What follows belongs to an exercise in optimizing a design on an open flow for small area and a short achievable clock period; a production flow would make more cautious choices. Function was checked by simulation only, so behaviour that the tests miss may differ from the original. Power figures rest on the tool's default switching activity, not on a simulated workload.

==> flow/design.v <==
`default_nettype none
package core_pkg;
	typedef logic [32-1:0]     data_t;     
	typedef logic [5-1:0] reg_idx_t;  
	typedef logic [31:0]               inst_t;     
	typedef logic [11:0]               imm12_t;    
	typedef enum logic [2:0] {
		ALU_ADD = 3'd0,
		ALU_SUB = 3'd1,
		ALU_AND = 3'd2,
		ALU_OR  = 3'd3,
		ALU_XOR = 3'd4
	} alu_op_t;
	typedef enum logic [1:0] {
		KIND_ALU     = 2'd0,  
		KIND_HALT    = 2'd1,  
		KIND_ILLEGAL = 2'd2   
	} inst_kind_t;
	typedef enum logic [1:0] {
		STATUS_RUN     = 2'd0,
		STATUS_HALTED  = 2'd1,
		STATUS_ILLEGAL = 2'd2
	} status_t;
endpackage
`default_nettype wire
`timescale 1ns/1ps
`default_nettype none
module decode_stage (
	input  logic                 clock,
	input  logic                 reset,
	input  logic                 in_valid,
	input  core_pkg::inst_t      in_inst,
	input  logic                 running,   
	output logic                 dec_valid,    
	output core_pkg::inst_kind_t dec_kind,
	output core_pkg::alu_op_t    dec_alu_op,
	output core_pkg::reg_idx_t   dec_rs1,
	output core_pkg::reg_idx_t   dec_rs2,
	output core_pkg::data_t      dec_imm,      
	output logic                 dec_use_imm,  
	output core_pkg::reg_idx_t   dec_rd
);
	logic [6:0] opcode;
	logic [2:0] funct3;
	logic [6:0] funct7;
	core_pkg::imm12_t     imm_raw;
	core_pkg::inst_kind_t kind_next;
	core_pkg::alu_op_t    op_next;
	logic       use_imm_next;
	assign opcode  = in_inst[6:0];
	assign funct3  = in_inst[14:12];
	assign funct7  = in_inst[31:25];
	assign imm_raw = in_inst[31:20];
	always_comb begin
		kind_next    = core_pkg::KIND_ILLEGAL;  
		op_next      = core_pkg::ALU_ADD;
		use_imm_next = 1'b0;
		case (opcode)
			7'b0110011: begin
				if (funct7 == 7'b0000000) begin
					kind_next = core_pkg::KIND_ALU;
					case (funct3)
						3'b000: op_next = core_pkg::ALU_ADD;
						3'b100:     op_next = core_pkg::ALU_XOR;
						3'b110:      op_next = core_pkg::ALU_OR;
						3'b111:     op_next = core_pkg::ALU_AND;
						default:          kind_next = core_pkg::KIND_ILLEGAL;  
					endcase
				end else if (funct7 == 7'b0100000 && funct3 == 3'b000) begin
					kind_next = core_pkg::KIND_ALU;
					op_next   = core_pkg::ALU_SUB;
				end
			end
			7'b0010011: begin
				if (funct3 == 3'b000) begin
					kind_next    = core_pkg::KIND_ALU;
					use_imm_next = 1'b1;
				end
			end
			7'b1110011: begin
				if (in_inst == 32'h10500073)
					kind_next = core_pkg::KIND_HALT;
			end
			default: kind_next = core_pkg::KIND_ILLEGAL;
		endcase
	end
	always_ff @(posedge clock) begin
		if (!reset) begin
			dec_valid <= 1'b0;
		end else begin
			dec_valid <= in_valid && running;  
		end
	end
	always_ff @(posedge clock) begin
		dec_kind    <= kind_next;
		dec_alu_op  <= op_next;
		dec_rs1     <= in_inst[19:15];
		dec_rs2     <= in_inst[24:20];    
		dec_rd      <= in_inst[11:7];
		dec_imm     <= {{(32-12){imm_raw[11]}}, imm_raw};  
		dec_use_imm <= use_imm_next;
	end
endmodule
`default_nettype wire
`timescale 1ns/1ps
`default_nettype none
module execute_stage (
	input  logic                 clock,
	input  logic                 reset,
	input  logic                 dec_valid,
	input  core_pkg::inst_kind_t dec_kind,
	input  core_pkg::alu_op_t    dec_alu_op,
	input  core_pkg::reg_idx_t   dec_rs1,
	input  core_pkg::reg_idx_t   dec_rs2,
	input  core_pkg::data_t      dec_imm,
	input  logic                 dec_use_imm,
	input  core_pkg::reg_idx_t   dec_rd,
	output core_pkg::reg_idx_t   rf_rs1_idx,
	output core_pkg::reg_idx_t   rf_rs2_idx,
	input  core_pkg::data_t      rf_rs1_data,
	input  core_pkg::data_t      rf_rs2_data,
	output logic                 res_valid,
	output core_pkg::inst_kind_t res_kind,
	output core_pkg::reg_idx_t   res_rd,
	output core_pkg::data_t      res_value
);
	logic  fwd_ok;   
	logic  fwd_rs1;
	logic  fwd_rs2;
	core_pkg::data_t op_a;
	core_pkg::data_t rs2_val;
	core_pkg::data_t op_b;
	core_pkg::data_t alu_out;
	assign rf_rs1_idx = dec_rs1;
	assign rf_rs2_idx = dec_rs2;
	assign fwd_ok  = res_valid && (res_kind == core_pkg::KIND_ALU) && (res_rd != '0);
	assign fwd_rs1 = fwd_ok && (res_rd == dec_rs1);
	assign fwd_rs2 = fwd_ok && (res_rd == dec_rs2);
	assign op_a    = fwd_rs1 ? res_value : rf_rs1_data;
	assign rs2_val = fwd_rs2 ? res_value : rf_rs2_data;
	assign op_b    = dec_use_imm ? dec_imm : rs2_val;  
	always_comb begin
		case (dec_alu_op)
			core_pkg::ALU_ADD: alu_out = op_a + op_b;
			core_pkg::ALU_SUB: alu_out = op_a - op_b;
			core_pkg::ALU_AND: alu_out = op_a & op_b;
			core_pkg::ALU_OR:  alu_out = op_a | op_b;
			core_pkg::ALU_XOR: alu_out = op_a ^ op_b;
			default: alu_out = op_a + op_b;
		endcase
	end
	always_ff @(posedge clock) begin
		if (!reset) begin
			res_valid <= 1'b0;
		end else begin
			res_valid <= dec_valid;  
		end
	end
	always_ff @(posedge clock) begin
		res_kind  <= dec_kind;
		res_rd    <= dec_rd;
		res_value <= alu_out;  
	end
endmodule
`default_nettype wire
`timescale 1ns/1ps
`default_nettype none
module writeback_stage (
	input  logic                 clock,
	input  logic                 reset,
	input  logic                 res_valid,
	input  core_pkg::inst_kind_t res_kind,
	input  core_pkg::reg_idx_t   res_rd,
	input  core_pkg::data_t      res_value,
	input  core_pkg::reg_idx_t   rf_rs1_idx,
	input  core_pkg::reg_idx_t   rf_rs2_idx,
	output core_pkg::data_t      rf_rs1_data,
	output core_pkg::data_t      rf_rs2_data,
	output logic                 running,
	output logic                 commit_valid,
	output logic                 commit_wr_en,
	output core_pkg::reg_idx_t   commit_wr_idx,
	output core_pkg::data_t      commit_wr_data,
	output core_pkg::status_t    status
);
	core_pkg::data_t regs [0:32-1];
	logic  take;      
	logic  do_write;  
	assign rf_rs1_data = (rf_rs1_idx == '0) ? '0 : regs[rf_rs1_idx];
	assign rf_rs2_data = (rf_rs2_idx == '0) ? '0 : regs[rf_rs2_idx];
	assign running  = (status == core_pkg::STATUS_RUN);
	assign take     = res_valid && running;  
	assign do_write = take && (res_kind == core_pkg::KIND_ALU) && (res_rd != '0);
	always_ff @(posedge clock) begin
		if (do_write)
			regs[res_rd] <= res_value;
	end
	always_ff @(posedge clock) begin
		commit_wr_idx  <= res_rd;
		commit_wr_data <= res_value;
	end
	always_ff @(posedge clock) begin
		if (!reset) begin
			commit_valid <= 1'b0;
			commit_wr_en <= 1'b0;
			status       <= core_pkg::STATUS_RUN;
		end else begin
			commit_valid <= take;
			commit_wr_en <= do_write;    
			if (take) begin
				case (res_kind)
					core_pkg::KIND_HALT:    status <= core_pkg::STATUS_HALTED;
					core_pkg::KIND_ILLEGAL: status <= core_pkg::STATUS_ILLEGAL;
					default:      status <= core_pkg::STATUS_RUN;
				endcase
			end
		end
	end
endmodule
`default_nettype wire
`timescale 1ns/1ps
`default_nettype none
module core_top (
	input  logic        clock,
	input  logic        reset,           
	input  logic        in_valid,
	input  logic [31:0] in_inst,
	output logic        in_ready,        
	output logic        commit_valid,
	output logic        commit_wr_en,
	output logic [4:0]  commit_wr_idx,
	output logic [31:0] commit_wr_data,
	output logic [1:0]  status
);
	logic       dec_valid;
	core_pkg::inst_kind_t dec_kind;
	core_pkg::alu_op_t    dec_alu_op;
	core_pkg::reg_idx_t   dec_rs1;
	core_pkg::reg_idx_t   dec_rs2;
	core_pkg::data_t      dec_imm;
	logic       dec_use_imm;
	core_pkg::reg_idx_t   dec_rd;
	logic       res_valid;
	core_pkg::inst_kind_t res_kind;
	core_pkg::reg_idx_t   res_rd;
	core_pkg::data_t      res_value;
	core_pkg::reg_idx_t   rf_rs1_idx;
	core_pkg::reg_idx_t   rf_rs2_idx;
	core_pkg::data_t      rf_rs1_data;
	core_pkg::data_t      rf_rs2_data;
	core_pkg::status_t    status_q;
	assign status = status_q;
	decode_stage i_decode (
		.clock       (clock),
		.reset       (reset),
		.in_valid    (in_valid),
		.in_inst     (in_inst),
		.running     (in_ready),
		.dec_valid   (dec_valid),
		.dec_kind    (dec_kind),
		.dec_alu_op  (dec_alu_op),
		.dec_rs1     (dec_rs1),
		.dec_rs2     (dec_rs2),
		.dec_imm     (dec_imm),
		.dec_use_imm (dec_use_imm),
		.dec_rd      (dec_rd)
	);
	execute_stage i_execute (
		.clock       (clock),
		.reset       (reset),
		.dec_valid   (dec_valid),
		.dec_kind    (dec_kind),
		.dec_alu_op  (dec_alu_op),
		.dec_rs1     (dec_rs1),
		.dec_rs2     (dec_rs2),
		.dec_imm     (dec_imm),
		.dec_use_imm (dec_use_imm),
		.dec_rd      (dec_rd),
		.rf_rs1_idx  (rf_rs1_idx),
		.rf_rs2_idx  (rf_rs2_idx),
		.rf_rs1_data (rf_rs1_data),
		.rf_rs2_data (rf_rs2_data),
		.res_valid   (res_valid),
		.res_kind    (res_kind),
		.res_rd      (res_rd),
		.res_value   (res_value)
	);
	writeback_stage i_writeback (
		.clock          (clock),
		.reset          (reset),
		.res_valid      (res_valid),
		.res_kind       (res_kind),
		.res_rd         (res_rd),
		.res_value      (res_value),
		.rf_rs1_idx     (rf_rs1_idx),
		.rf_rs2_idx     (rf_rs2_idx),
		.rf_rs1_data    (rf_rs1_data),
		.rf_rs2_data    (rf_rs2_data),
		.running        (in_ready),
		.commit_valid   (commit_valid),
		.commit_wr_en   (commit_wr_en),
		.commit_wr_idx  (commit_wr_idx),
		.commit_wr_data (commit_wr_data),
		.status         (status_q)
	);
endmodule
`default_nettype wire
==> flow/run.sh <==
#!/bin/bash
# synth_recipe.tcl (not shown) runs the flow's synth.tcl, then flattens the netlist and writes it again
# the make line also repeats each setting of config.mk as NAME=value (left out here)
make -C /OpenROAD-flow-scripts/flow DESIGN_CONFIG=/design/flow/config.mk WORK_HOME=/design/flow/orfs CLKGATE_MAP_FILE= SYNTH_SCRIPT=/design/flow/synth_recipe.tcl finish
==> flow/config.mk <==
export PLATFORM = sky130hd
export DESIGN_NAME = core_top
export DESIGN_NICKNAME = core_top
export VERILOG_FILES = /design/flow/design.v
export SDC_FILE = /design/flow/constraint.sdc
export NUM_CORES = 4
export LEC_CHECK = 0
export CAP_MARGIN = 20
export CORE_MARGIN = 2
export CORE_UTILIZATION = 40
export SLEW_MARGIN = 20
==> flow/constraint.sdc <==
create_clock -name core_clock -period 6.0 [get_ports {clock}]
set_input_delay 1.2000 -clock core_clock [delete_from_list [all_inputs] [get_ports {clock}]]
set_output_delay 1.2000 -clock core_clock [all_outputs]
set_load 0.01 [all_outputs]
==> run notes <==
status no timing/DRC/antenna violations; Final Skew 0.0498 ns; Top Ports 77; layout cells sized above 1 32.2%; FILL cells 11500; Sink Count 1134; CP max stage cell mux4_2; Die X 375 um; non-filler instance count after layout 5204; Slew @ Worst Pin 1.15 ns; Unique masters post-synth 89; CTS tree built; crit path cell chain buf_4 > clkbuf_16 > mux4_2 > mux2_2 > a22oi_1 > a31oi_1 > mux2i_1 > nand3_2 > nor2_1 > nor2_1 > xnor2_1 > ha_1 > a21oi_1 > o21bai_1 > a211oi_1 > o21ai_0 > o211ai_1 > a31oi_1 > a41oi_2 > a21oi_1 > a31oi_1 > mux2i_1 > nand2_1; Final setup viols 0; Most used DFF post-synth edfxtp_1; Peak VDD IR 228 uV; crit path time final 5.68 ns; pwr/cell area 337 mW/mm^2; r2r startpoint i_decode.dec_rs2[0]$_DFF_P_; initial antenna violation count 8; area leader, netlist edfxtp_1; reg2reg end i_execute.res_value[28]$_DFF_P_; main combinational cell family by area after synthesis multiplexers; Met3 Routed Length 16000 um; Hold Path Depth 0; CP endpoint kind register; H-tree Lvls 3; HP Start i_decode.dec_rd[3]$_DFF_P_; Max clock buf depth 3; post-synthesis mux area share 26.3%; full die area 0.141 mm^2; Max Slew Vio Count 0; largest net degree at the start of global routing 62; end-of-flow core utilization 46.5%; vias per cell 6.30; global-route wire length before repair 246000 um; GPL Wtd Cong 0.938; Seq cells post-synth 1134; 1st-iter DRT viols 4190; cts bufs inserted 119; worst setup path category register to register; area of the core 0.137 mm^2; Post-synth ARST share 0%; met1 WL 71900 um; vias in the first global route 32500; Setup crit start kind register; highest clock rate 176 MHz; dpl cells 4973; Buffers on Ports 76; Worst Path Buf+Inv 2; Final Hold Viols 0; max-cap violation count 0; most numerous cell in the Yosys netlist edfxtp_1; final WL 174000 um; DR WL met2 80200 um; critical path launch point i_decode.dec_rs2[0]$_DFF_P_; R2R Setup Slk 0.32 ns; Compound-Gate Fraction of Synth Area 4.43%; Hold WC Path Type register to register; ANT nets after route 0; Highest Signal Layer met5; synthesis-to-layout area growth 15.9%; Pleak 21.3 nW; CP most frequent cell a31oi_1; GRT Total Usage 24.7%; Area contributors post-synth edfxtp_1, mux4_2, dfxtp_1; 1st-pass router iterations 6; clock latency (worst-skew pair) 0.79 ns; area share of the largest cell type after synthesis 55.9%; CP peak stage delay 0.50 ns; die extent in y 375 um; Fin Setup TNS 0 ns; Post-Syn Area 0.0550 mm^2; Synth Area in Adders 2.22%; synthesis warning total 3; Seq/Total Area, Yosys 59.9%; CTS root buf clkbuf_16; EDFF count, synth 1024; total congestion overflow 0; synthesized instance count 3039; HPWL after DPL 109000 um; area of the multi-input gates 0.0211 mm^2; Worst-path clk slew 0.06 ns; fin nets 3439; DRC Markers 0; Worst EP required 6.66 ns; row cnt 136; FF/Latch Area 0.0330 mm^2; Overall Power 21.5 mW; simple-gate share of the synthesized area 3.39%; Slew headroom 23.1%; Worst Hold Path EP i_execute.res_rd[3]$_DFF_P_; via count 32800; Worst Path Arrival 6.34 ns; Syn Area/Cell 18.1 um^2; family with the most delay on the worst path compound AO/OA/AOI/OAI gates; worst r2r path cells 23; XOR/XNOR Fraction of Synth Area 1.10%; ant diodes 0; WL/cell 33.4 um; Crit Path Max Fanout 11; Initial Utilization 40.2%; Synth top cells by count edfxtp_1, mux4_2, nor2_1; Tcrit/Tclk final 94.6%
routing by layer:
layer / global-route usage, % / vias to the layer above
li1: - / 13200
met2: 38.2 / 1766
met4: 8.40 / 4
met1: 35.1 / 17500
met5: 0 / -
met3: 4.81 / 273
flip-flops by register name, summed over array words and instances, names as in the netlist, 3 cells and up:
register and cells:
i_writeback.commit_wr_data 32, i_execute.res_value 32, i_decode.dec_rs2 4, i_decode.dec_imm 8, i_decode.dec_rs1 5, i_execute.res_rd 5
i_decode.dec_rd 5, i_writeback.regs 1024, i_decode.dec_alu_op 3, i_writeback.commit_wr_idx 5
worst max path at each step:
| stage | end | slack (ns) | cells past startpoint |
|---|---|---|---|
| after global routing | i_execute.res_value[29]$_DFF_P_ | -0.02 | 25 |
| after CTS | i_execute.res_value[31]$_DFF_P_ | 0.14 | 23 |
| after floorplan | i_execute.res_value[28]$_DFF_P_ | 0.1 | 23 |
| after global placement | i_execute.res_value[31]$_DFF_P_ | -0.01 | 24 |
| final | i_execute.res_value[28]$_DFF_P_ | 0.32 | 23 |
| after detailed placement | i_execute.res_value[31]$_DFF_P_ | -0.01 | 24 |
metrics by stage:
step | hold slack, ns | instance area [um^2] | setup WS, ns
after global routing | 0.327 | 63800 | -0.0220
after CTS | 0.328 | 63500 | 0.138
after global placement | 0.311 | 59400 | -0.0138
after floorplan | 0.310 | 55100 | 0.0963
after detailed placement | 0.314 | 59500 | -0.0105
final | 0.325 | 63800 | 0.325
power by group:
part | switching (mW) | leakage [nW] | total (mW) | internal, mW
clock | 3.20 | 1.95 | 7.67 | 4.47
sequential | 0.493 | 10.2 | 10.5 | 9.97
combinational | 2.05 | 9.23 | 3.37 | 1.32
total | 5.75 | 21.3 | 21.5 | 15.8
timing repair:
action | 4_1_cts | 5_1_grt
gates resized for setup | 1 | 17
endpoints found under the setup margin | 1 | 9
setup buffers | 0 | 5
pin swaps | 0 | 2
hold buffers | 0 | 0
gates cloned | 0 | 2
kinds of logic (layout without fill, tap and decap cells):
group           after synthesis  in the layout
flops                      1134           1134
mux                         719            719
xor+xnor                     68             68
fa+ha+maj                    97             97
simple gates                370            370
compound gates              349            349
buf+inv                     301            641
other cells                   1             32
layout by cell type, fill, tap and decap left out, types with 14 or more instances in the layout:
| master | Yosys | final |
|---|---|---|
| conb_1 | 1 | 32 |
| buf_4 | 17 | 210 |
| a211oi_1 | 22 | 22 |
| xnor2_1 | 50 | 50 |
| clkdlybuf4s50_1 | 0 | 76 |
| edfxtp_1 | 1024 | 1024 |
| clkinv_2 | 0 | 18 |
| nand2b_1 | 17 | 17 |
| a31oi_1 | 15 | 14 |
| clkbuf_1 | 106 | 31 |
| mux2i_1 | 123 | 123 |
| xor2_1 | 17 | 17 |
| and2_1 | 23 | 23 |
| mux4_2 | 570 | 570 |
| ha_1 | 96 | 96 |
| bufinv_16 | 0 | 16 |
| buf_12 | 3 | 25 |
| nor3_1 | 23 | 23 |
| a21oi_1 | 90 | 90 |
| a22oi_1 | 30 | 30 |
| nor2_4 | 0 | 31 |
| a21o_1 | 44 | 44 |
| nand2_1 | 59 | 59 |
| inv_1 | 95 | 95 |
| clkbuf_16 | 0 | 122 |
| o21ai_0 | 33 | 30 |
| nor2_1 | 140 | 107 |
| dfxtp_1 | 110 | 90 |
| mux2_2 | 17 | 17 |
| nand3_1 | 26 | 25 |
| clkinv_1 | 0 | 17 |
| o22ai_1 | 14 | 14 |
layout make-up:
type | count | share of cell area [%]
clock buffer | 159 | 5.07
multi-input combinational | 1635 | 33.0
clock inverter | 65 | 1.26
tap | 1794 | 3.52
inverter | 97 | 0.573
sequential | 1134 | 51.8
timing repair buffer | 320 | 4.78

re-timing with driven ports:
The results above use ideal ports. As a check the final layout listed here was re-extracted and re-timed, cells and wires unchanged.
Step 1 assumes that a clkbuf_16 drives the clock port and a buf_2 every other input.
Step 2 moves the port delays by t, midway between the first and last clock arrival at a register: inputs arrive t later, outputs are due t later. That takes back most of the time a late clock gives input paths.
a / b / c = ideal ports / drivers / drivers and shift; a / b = the first two.
t, ns: 0.841
setup slack, ns: 0.325 / 0.325 / 0.325
hold slack, ns: 0.325 / 0.325 / 0.325
worst setup path at the end: register to register
pins driven straight from the clock port: 1
After both steps this run still meets setup and hold. The setup slack of this run moves by 0.000 ns with the drivers and by 0.000 ns with both steps.
